What follows belongs to an exercise in optimizing a design on an open flow for small area and a short achievable clock period; a production flow would make more cautious choices. At most, simulation tests tie the RTL to the original design; equivalence was not proved. No activity file was given, so power comes from the tool's default toggle rates.

// imem_fetch_unit
module imem_fetch_unit #(
  parameter int          DEPTH    = 64,
  parameter int          IDX_W    = 6,
  parameter logic [31:0] NOP_WORD = 32'h0000_0000
) (
  input  logic             clk,
  input  logic             rst_n,
  input  logic             load_start,
  input  logic             load_valid,
  input  logic [31:0]      load_data,
  input  logic             load_last,
  output logic             load_ready,
  input  logic [31:0]      pc_in,
  output logic [31:0]      instr,
  output logic             instr_valid,
  output logic             fetch_err,
  output logic             fetch_stall,
  output logic [IDX_W:0]   load_count
);
export LEC_CHECK = 0
export CAP_MARGIN = 20
export CORE_MARGIN = 2
export CORE_UTILIZATION = 60
export CTS_BUF_LIST = sky130_fd_sc_hd__clkbuf_8
export CTS_CLUSTER_DIAMETER = 50
export CTS_CLUSTER_SIZE = 16
export SETUP_SLACK_MARGIN = 2.0
export SLEW_MARGIN = 20
export SYNTH_HIERARCHICAL = 1
create_clock -name core_clock -period 4.0 [get_ports {clk}]
standard.sh (not shown) runs the stock make flow with config.mk's settings and CLKGATE_MAP_FILE= SYNTH_SCRIPT=/design/flow/synth_recipe.tcl, a recipe that flattens the netlist after the stock synthesis.
==> flow/flow/run.sh <==
#!/bin/bash
set -euo pipefail
export BUFFER_PORTS_ARGS="-buffer_cell sky130_fd_sc_hd__buf_2"
bash standard.sh > standard.log 2>&1
The first run completed without violations.
Rerun with:
--- a/flow/config.mk
+++ b/flow/config.mk
@@ -12,5 +12,5 @@
 export CTS_CLUSTER_DIAMETER = 50
 export CTS_CLUSTER_SIZE = 16
-export SETUP_SLACK_MARGIN = 2.0
+export SETUP_SLACK_MARGIN = 1.5
 export SLEW_MARGIN = 20
 export SYNTH_HIERARCHICAL = 1
After rerunning:
- The changed run produced a clean layout
- setup slack got worse by 0.048 ns
- total power decreases by a few percent
- utilization is lower by 8.4 points

## alpha
imem_fetch_unit, a different RTL version from the one above (not shown whole).
For scale: ~3,300 cells after synthesis, about 2,100 flip-flops, ~110 I/O pins, ~72,000 µm² of cells after synthesis.
Settings: LEC_CHECK=0, CAP_MARGIN=20, CORE_MARGIN=2, CORE_UTILIZATION=60, SETUP_SLACK_MARGIN=0.5, SLEW_MARGIN=20, SYNTH_HIERARCHICAL=1; clock period 4.0 ns.
Scripts as last shown in full above: flow/flow/run.sh
What beta does differently from alpha at the input level:
Settings: a deleted SETUP_SLACK_MARGIN that had been 0.5.
==> flow/run.sh (new file) <==
#!/bin/bash
# synth_recipe.tcl (not shown) runs the flow's synth.tcl, then flattens the netlist and writes it again
# the make line also repeats each setting of config.mk as NAME=value (left out here)
make -C /OpenROAD-flow-scripts/flow DESIGN_CONFIG=/design/flow/config.mk WORK_HOME=/design/flow/orfs CLKGATE_MAP_FILE= SYNTH_SCRIPT=/design/flow/synth_recipe.tcl finish
removed: flow/flow/run.sh
removed: flow/standard.sh
==> run notes <==
Re fraction of the mapped netlist area in adder cells: no difference whatsoever between beta and alpha.
In beta, the global-route usage came out 0.61 points below the value in alpha.
Across alpha and beta, a clean result was obtained everywhere but in beta.
To summarise beta: no stage aborted, but the layout did not pass its checks, failing on negative setup slack.
Going from alpha to beta, the minimum hold slack was found to have gone up by 430 ps.
Inputs modified between beta and gamma:
Settings: setting SETUP_SLACK_MARGIN to 1.0 for the first time.
Findings:
gamma: flow complete, layout not clean; failing: antenna violations
Min routed wire length across beta and gamma: beta
On sequential group share of total power, beta tracks gamma almost exactly.
Compared with beta, in gamma number of multi-input logic gates rose by 11; final critical delay including setup and external delays fell by 860 ps; number of gates resized after CTS rose by 174.
Compared with beta, in gamma clock network fraction of design power decreased 0.5 points; register-to-register setup slack increased 100 ps; via count normalized by instance count increased 0.63%; final area increased 1100 µm².
Compared with beta, the detailed router inserted more vias in gamma.
No run of this note included a check of the RTL's function; only the layout flow was run.

The RTL this note starts from:
==> flow/design.v <==
module imem_fetch_unit #(
  parameter int          DEPTH    = 64,
  parameter int          IDX_W    = 6,
  parameter logic [31:0] NOP_WORD = 32'h0000_0000
) (
  input  logic             clk,
  input  logic             rst_n,
  input  logic             load_start,
  input  logic             load_valid,
  input  logic [31:0]      load_data,
  input  logic             load_last,
  output logic             load_ready,
  input  logic [31:0]      pc_in,
  output logic [31:0]      instr,
  output logic             instr_valid,
  output logic             fetch_err,
  output logic             fetch_stall,
  output logic [IDX_W:0]   load_count
);
  logic st_load;
  logic st_run;
  logic stall;
  logic [DEPTH-1:0][31:0] mem;
  logic             accept;
  logic             fetch;
  logic             pc_ok;
  logic [DEPTH-1:0] dec;
  logic             hit;
  assign load_ready  = st_load && !load_start;
  assign accept      = load_valid && load_ready;
  assign st_run      = !stall;
  assign fetch_stall = stall;
  assign fetch       = st_run && !load_start;
  assign pc_ok = (pc_in[1:0] == 2'b00) && (pc_in[31:IDX_W+2] == '0);
  logic [2:0][3:0]  pdec;
  logic [DEPTH-1:0] dec_n;
  for (genvar g = 0; g < 3; g++) begin : g_pdec
    imem_pdec2 u_pdec (.a(pc_in[2*g+3:2*g+2]), .y(pdec[g]));
  end
  for (genvar i = 0; i < DEPTH; i++) begin : g_dec
    imem_nand3 u_nand (.a(pdec[0][i%4]), .b(pdec[1][(i/4)%4]), .c(pdec[2][i/16]), .y(dec_n[i]));
    imem_inv   u_inv  (.a(dec_n[i]), .y(dec[i]));
  end
  assign hit = pc_ok && ({1'b0, pc_in[IDX_W+1:2]} < load_count);
  localparam int N3 = DEPTH / 3;
  logic        miss_n;
  logic [31:0] instr_nx;
  assign miss_n = !(fetch && hit);
  for (genvar b = 0; b < 32; b++) begin : g_bit
    logic [N3:0] l1;
    logic [5:0]  l2;
    logic [2:0]  l3;
    for (genvar k = 0; k < N3; k++) begin : g_l1
      imem_aoi222 u_aoi (
        .a0(dec[3*k]),   .b0(mem[3*k][b]),
        .a1(dec[3*k+1]), .b1(mem[3*k+1][b]),
        .a2(dec[3*k+2]), .b2(mem[3*k+2][b]),
        .y (l1[k])
      );
    end
    imem_nand2 u_l1x (.a(dec[DEPTH-1]), .b(mem[DEPTH-1][b]), .y(l1[N3]));
    for (genvar k = 0; k < 5; k++) begin : g_l2
      imem_nand4 u_nand (.a(l1[4*k]), .b(l1[4*k+1]), .c(l1[4*k+2]), .d(l1[4*k+3]), .y(l2[k]));
    end
    imem_nand2 u_l2x (.a(l1[20]), .b(l1[21]), .y(l2[5]));
    for (genvar k = 0; k < 3; k++) begin : g_l3
      imem_nor2 u_nor (.a(l2[2*k]), .b(l2[2*k+1]), .y(l3[k]));
    end
    imem_aoi31 u_l4 (.a0(l3[0]), .a1(l3[1]), .a2(l3[2]), .b(miss_n), .y(instr_nx[b]));
  end
  always_ff @(posedge clk or negedge rst_n) begin
    if (!rst_n) begin
      st_load <= 1'b0;
      stall   <= 1'b1;
    end else if (load_start) begin
      st_load <= 1'b1;
      stall   <= 1'b1;
    end else if (accept && (load_last || load_count == IDX_W'(DEPTH - 1))) begin
      st_load <= 1'b0;
      stall   <= 1'b0;
    end
  end
  always_ff @(posedge clk or negedge rst_n) begin
    if (!rst_n)          load_count <= '0;
    else if (load_start) load_count <= '0;
    else if (accept)     load_count <= load_count + 1'b1;
  end
  always_ff @(posedge clk or negedge rst_n) begin
    if (!rst_n) begin
      instr       <= NOP_WORD;
      instr_valid <= 1'b0;
      fetch_err   <= 1'b0;
    end else begin
      instr       <= instr_nx | ({32{miss_n}} & NOP_WORD);
      instr_valid <= fetch;
      fetch_err   <= fetch && !hit;
    end
  end
  logic             beat;
  logic [DEPTH-1:0] wsel;
  assign beat = load_valid && !load_start;
  always_comb
    for (int i = 0; i < DEPTH; i++)
      wsel[i] = st_load && load_count[IDX_W-1:0] == IDX_W'(i);
  always_ff @(posedge clk) begin
    for (int i = 0; i < DEPTH; i++)
      if (beat && wsel[i]) mem[i] <= load_data;
  end
endmodule
module imem_aoi222 (
  input  logic a0, b0, a1, b1, a2, b2,
  output logic y
);
  assign y = ~((a0 & b0) | (a1 & b1) | (a2 & b2));
endmodule
module imem_nand2 (
  input  logic a, b,
  output logic y
);
  assign y = ~(a & b);
endmodule
module imem_nand4 (
  input  logic a, b, c, d,
  output logic y
);
  assign y = ~(a & b & c & d);
endmodule
module imem_nor2 (
  input  logic a, b,
  output logic y
);
  assign y = ~(a | b);
endmodule
module imem_aoi31 (
  input  logic a0, a1, a2, b,
  output logic y
);
  assign y = ~((a0 & a1 & a2) | b);
endmodule
module imem_pdec2 (
  input  logic [1:0] a,
  output logic [3:0] y
);
  always_comb
    for (int j = 0; j < 4; j++)
      y[j] = a == 2'(j);
endmodule
module imem_nand3 (
  input  logic a, b, c,
  output logic y
);
  assign y = ~(a & b & c);
endmodule
module imem_inv (
  input  logic a,
  output logic y
);
  assign y = ~a;
endmodule
==> flow/config.mk <==
export PLATFORM = sky130hd
export DESIGN_NAME = imem_fetch_unit
export DESIGN_NICKNAME = imem_fetch_unit
export VERILOG_FILES = /design/flow/design.v
export SDC_FILE = /design/flow/constraint.sdc
export NUM_CORES = 4
export LEC_CHECK = 0
export CAP_MARGIN = 20
export CORE_MARGIN = 2
export CORE_UTILIZATION = 60
export CTS_BUF_LIST = sky130_fd_sc_hd__clkbuf_8
export CTS_CLUSTER_DIAMETER = 50
export CTS_CLUSTER_SIZE = 16
export PLACE_DENSITY = 0.8
export SETUP_SLACK_MARGIN = 1.5
export SLEW_MARGIN = 20
export SYNTH_HIERARCHICAL = 1
==> flow/constraint.sdc <==
create_clock -name core_clock -period 4.0 [get_ports {clk}]
set_input_delay 0.8000 -clock core_clock [delete_from_list [all_inputs] [get_ports {clk}]]
set_output_delay 0.8000 -clock core_clock [all_outputs]
set_load 0.01 [all_outputs]
==> flow/flow/run.sh <==
#!/bin/bash
set -euo pipefail
export BUFFER_PORTS_ARGS="-buffer_cell sky130_fd_sc_hd__buf_2"
bash standard.sh > standard.log 2>&1
Change:
--- a/flow/config.mk
+++ b/flow/config.mk
@@ -12,5 +12,4 @@
 export CTS_CLUSTER_DIAMETER = 50
 export CTS_CLUSTER_SIZE = 16
-export PLACE_DENSITY = 0.8
 export SETUP_SLACK_MARGIN = 1.5
 export SLEW_MARGIN = 20
Setup slack gets better by 0.097 ns.
Utilization goes up by 0.29 points.
Cell count hardly moves.
Design area went up by 0.42%.
Register-to-register slack gets better by 0.23 ns.
Total power went up by 2.7%.
Clock-buffer cell count came out higher by 13.
Non-clock buffer count drops by 10.

-- static timing again, ports no longer ideal --
No port has a modelled driver above. Below, the same layouts with a new extraction and two added sets of constraints. Step 1, drivers: a clkbuf_16 drives clk and a buf_2 each remaining input, both assumed. Step 2 also shifts input and output timing later by t, the mid clock arrival at the registers, as if the neighbouring blocks saw the same clock. Slacks: no drivers / after step 1 / after step 2; pairs: no drivers / after step 1.
run	t, ns	setup slack, ns	hold WS [ns]	cell pins on the clock port's net
the first run of note 1	1.030	1.402 / 1.390 / 0.402	0.230 / 0.174 / 0.653	1
the second run of note 1	1.006	1.353 / 1.310 / 0.304	0.266 / 0.204 / 0.599	1
alpha	0.888	0.459 / 0.511 / -0.377	0.033 / -0.017 / 0.546	1
beta	0.905	-0.009 / -0.058 / -0.963	0.467 / 0.403 / 0.546	1
gamma	0.903	0.855 / 0.862 / -0.041	0.429 / 0.363 / 0.565	1
the first run of note 3	0.944	1.294 / 1.277 / 0.333	0.301 / 0.248 / 0.579	1
the second run of note 3	0.994	1.391 / 1.382 / 0.387	0.221 / 0.240 / 0.602	1
The setup slack of the second run of note 1, which loses most, moves by -0.043 ns with the drivers and by -1.049 ns with both steps.
